From an optimization exercise on the open Yosys and OpenROAD flow, aimed at small area and a short achievable clock period; shortcuts taken in it are not production practice.
Function was checked by simulation only, so behaviour that the tests miss may differ from the original.

==> flow/design.v (excerpt) <==
module crc_unit
(
  input  logic                     m,
  input  logic                     reset,
  input  logic                     wr,            
  input  logic                     rd,            
  input  crc_reg_pkg::reg_addr_t   addr,
  input  crc_data_pkg::crc_word_t  wdata,
  output crc_data_pkg::crc_word_t  rdata,
  output logic                     rdata_valid
);
Size in the first run: roughly 4100 cells after synthesis, about 71 I/O pins, roughly 0.028 mm^2 of cells after synthesis.
clock: 15.0 ns
lec_check: 0
cap_margin: 20
core_margin: 2
core_utilization: 50
place_density: 0.65
slew_margin: 20
synth_hierarchical: 1
synth_minimum_keep_size: 0
standard.sh (not shown) runs the stock make flow with config.mk's settings and CLKGATE_MAP_FILE= SYNTH_SCRIPT=/design/flow/synth_recipe.tcl, a recipe that flattens the netlist after the stock synthesis.
==> flow/flow/run.sh <==
#!/bin/bash
# Standard layout, with timing repair aimed well below the clock period so
# that the achieved period shrinks; constraints are left as given.
set -o pipefail
cat standard.sh > standard_copy.log
cat config.mk > config_copy.log
export SETUP_SLACK_MARGIN=8.5
export TNS_END_PERCENT=20
# port buffers: the smallest plain buffer, resized later where timing needs it
export BUFFER_PORTS_ARGS="-buffer_cell sky130_fd_sc_hd__buf_1"
bash standard.sh synth > synth.log 2>&1 || exit 1
bash standard.sh > finish.log 2>&1 || exit 1
The baseline finished with timing, DRC and antenna clean.
Rerun with:
--- a/flow/flow/run.sh
+++ b/flow/flow/run.sh
@@ -7 +7 @@
-export SETUP_SLACK_MARGIN=8.5
+export SETUP_SLACK_MARGIN=7.5
Settings changed: CORE_UTILIZATION 50 to 40, PLACE_DENSITY 0.65 to 0.6.
Via count falls by 7.0%.
Cell area falls by 7.7%.
Cell count rises by 1.8%.
Die area rises by 25%.
Routed wire length falls by 11%.
Clock-buffer cell count does not change.
Setup slack is better by 94 ps.
Rerun with:
--- a/flow/flow/run.sh
+++ b/flow/flow/run.sh
@@ -7 +7 @@
-export SETUP_SLACK_MARGIN=7.5
+export SETUP_SLACK_MARGIN=10
Setup slack is better by 190 ps.
Design area climbs by a little under a tenth.
Hold slack improved by 23 ps.
Via count grows by a few percent.
Global-route usage rises by 2.8 points.
Sequential share of layout area fell by 0.54 points.
Rerun with:
--- a/flow/flow/run.sh
+++ b/flow/flow/run.sh
@@ -7 +7 @@
-export SETUP_SLACK_MARGIN=10
+export SETUP_SLACK_MARGIN=7.5
Settings changed: CORE_UTILIZATION 40 to 35.
The changed run finished clean; global-route usage drops by 6.5 points; routed wire length drops by 11%; clock-buffer cell count falls by 1; worst setup slack loses 230 ps; maximum frequency shrinks by 3.1%; register-to-register slack is worse by 240 ps.

---

== lane 1 ==
crc_unit again, from the RTL that the note above started with.
export LEC_CHECK = 0
export CAP_MARGIN = 20
export CORE_MARGIN = 2
export CORE_UTILIZATION = 40
export PLACE_DENSITY = 0.6
export SLEW_MARGIN = 20
export SYNTH_HIERARCHICAL = 1
export SYNTH_MINIMUM_KEEP_SIZE = 0
create_clock -name core_clock -period 15.0 [get_ports {m}]
==> flow/flow/run.sh <==
#!/bin/bash
# Standard layout, with timing repair aimed well below the clock period so
# that the achieved period shrinks; constraints are left as given.
set -o pipefail
cat standard.sh > standard_copy.log
cat config.mk > config_copy.log
export SETUP_SLACK_MARGIN=7
export TNS_END_PERCENT=20
# port buffers: the smallest plain buffer, resized later where timing needs it
export BUFFER_PORTS_ARGS="-buffer_cell sky130_fd_sc_hd__buf_1"
bash standard.sh synth > synth.log 2>&1 || exit 1
bash standard.sh > finish.log 2>&1 || exit 1
### lane 1 -> lane 2
==> flow/flow/run.sh <==
#!/bin/bash
# Standard layout, with timing repair aimed well below the clock period so
# that the achieved period shrinks; constraints are left as given.
set -o pipefail
cat standard.sh > standard_copy.log
cat config.mk > config_copy.log
export SETUP_SLACK_MARGIN=7.5
export TNS_END_PERCENT=100
# port buffers: the smallest plain buffer, resized later where timing needs it
export BUFFER_PORTS_ARGS="-buffer_cell sky130_fd_sc_hd__buf_1"
bash standard.sh synth > synth.log 2>&1 || exit 1
bash standard.sh > finish.log 2>&1 || exit 1
Findings:
Across lane 2 and lane 1, none had a timing, DRC or antenna violation. Changes observed in lane 2 relative to lane 1: minimum clock period after layout saw a decrease; net count reported at finish saw little to no change. Start point of the critical path: wdata[24] -> lane 2, wdata[30] -> lane 1. Lane 1 → lane 2: met1 capacity usage during global routing neither gained nor lost much, setup slack has increased.
Setup changes, lane 2 to lane 3
-- flow/flow/run.sh --
<<< lane 2, line 6
cat config.mk > config_copy.log
export SETUP_SLACK_MARGIN=7.5
export TNS_END_PERCENT=100
# port buffers: the smallest plain buffer, resized later where timing needs it
export BUFFER_PORTS_ARGS="-buffer_cell sky130_fd_sc_hd__buf_1"
>>> lane 3, line 6
cat config.mk > config_copy.log
export SETUP_SLACK_MARGIN=7.5
export TNS_END_PERCENT=5
# port buffers: the smallest plain buffer, resized later where timing needs it
export BUFFER_PORTS_ARGS="-buffer_cell sky130_fd_sc_hd__buf_1"
Results
- Going from lane 2 to lane 3, global-route usage was more or less identical; remaining number of nets flagged by the antenna check after routing was more or less identical; count of boundary I/O pins was more or less identical; total die area was more or less identical.
- As far as total number of cells along the worst setup path goes, lane 3 and lane 2 are indistinguishable; the numbers are identical.
- Summary of lane 3 over lane 2: cell area neither gained nor lost much; slew at the pin closest to its max-slew limit neither gained nor lost much.
### lane 3 -> lane 4
==> flow/flow/run.sh <==
#!/bin/bash
# Standard layout, with timing repair aimed well below the clock period so
# that the achieved period shrinks; constraints are left as given.
set -o pipefail
cat standard.sh > standard_copy.log
cat config.mk > config_copy.log
export SETUP_SLACK_MARGIN=8.5
export TNS_END_PERCENT=20
# port buffers: the smallest plain buffer, resized later where timing needs it
export BUFFER_PORTS_ARGS="-buffer_cell sky130_fd_sc_hd__buf_1"
bash standard.sh synth > synth.log 2>&1 || exit 1
bash standard.sh > finish.log 2>&1 || exit 1
==> notes.md <==
Lane 3 reports its start point of the critical path as wdata[24] while lane 4 reports wdata[1].
Summary of lane 4 over lane 3: number of non-clock buffers in the layout climbed 65, total detailed-routing wirelength climbed about 8%.
Changes in lane 5 relative to lane 4:
-- flow/flow/run.sh --
<<< lane 4, line 5
cat standard.sh > standard_copy.log
cat config.mk > config_copy.log
export SETUP_SLACK_MARGIN=8.5
export TNS_END_PERCENT=20
# port buffers: the smallest plain buffer, resized later where timing needs it
>>> lane 5, line 5
cat standard.sh > standard_copy.log
cat config.mk > config_copy.log
export SETUP_SLACK_MARGIN=6.5
export TNS_END_PERCENT=20
# port buffers: the smallest plain buffer, resized later where timing needs it
==> notes.md <==
Cmp lane 5 and lane 4 / smallest setup slack after layout / higher: lane 4
Lane 5 completed; timing, DRC and antenna clean
Lane 4 completed end to end with timing, DRC and antenna clean.
As far as synthesized area goes, lane 4 and lane 5 are indistinguishable; the numbers are identical.
From lane 4 to lane 5 the numbers moved as follows: post-route fraction of the period consumed by the critical path rose 7.6 points.
Lower wire length of the first global-routing pass among lane 5 and lane 4: lane 5
Lane 4 -> lane 5: routed metal-1 wirelength decreased slightly
Compared with lane 4, lane 5 shows a higher sequential share of layout area.
Summary of lane 5 over lane 4: maximum clock frequency fell 14%.

-- what the ideal ports hide --
Ports are ideal in the flow. The routed layouts listed here were re-timed in OpenROAD. Step 1: set_driving_cell puts a clkbuf_16 on m and a buf_2 on each other input, an assumption about the parent block. Step 2, shift: input delay + t, output delay - t, t = (earliest + latest rising clock arrival at the registers) / 2. This alone moves slack from input paths to output paths. Slacks: ideal ports / drivers / drivers and shift; pairs: ideal ports / drivers.
run	t, ns	setup WS [ns]	worst hold slack (ns)	pins driven straight from the clock port
the first run of note 1	0.451	7.477 / 7.477 / 7.198	0.488 / 0.488 / 0.488	1
the second run of note 1	0.440	7.571 / 7.594 / 7.154	0.459 / 0.459 / 0.459	1
the third run of note 1	0.456	7.756 / 7.762 / 7.307	0.482 / 0.482 / 0.482	1
the fourth run of note 1	0.446	7.522 / 7.556 / 7.110	0.464 / 0.464 / 0.464	1
lane 1	0.443	7.140 / 7.168 / 6.725	0.459 / 0.459 / 0.459	1
lane 2	0.440	7.571 / 7.594 / 7.154	0.459 / 0.459 / 0.459	1
lane 3	0.440	7.571 / 7.594 / 7.154	0.459 / 0.459 / 0.459	1
lane 4	0.434	7.783 / 7.801 / 7.366	0.492 / 0.492 / 0.492	1
lane 5	0.440	6.639 / 6.669 / 6.229	0.460 / 0.460 / 0.460	1
After both steps every run listed still meets setup and hold. The setup slack of the third run of note 1, which loses most, moves by +0.006 ns with the drivers and by -0.449 ns with both steps.
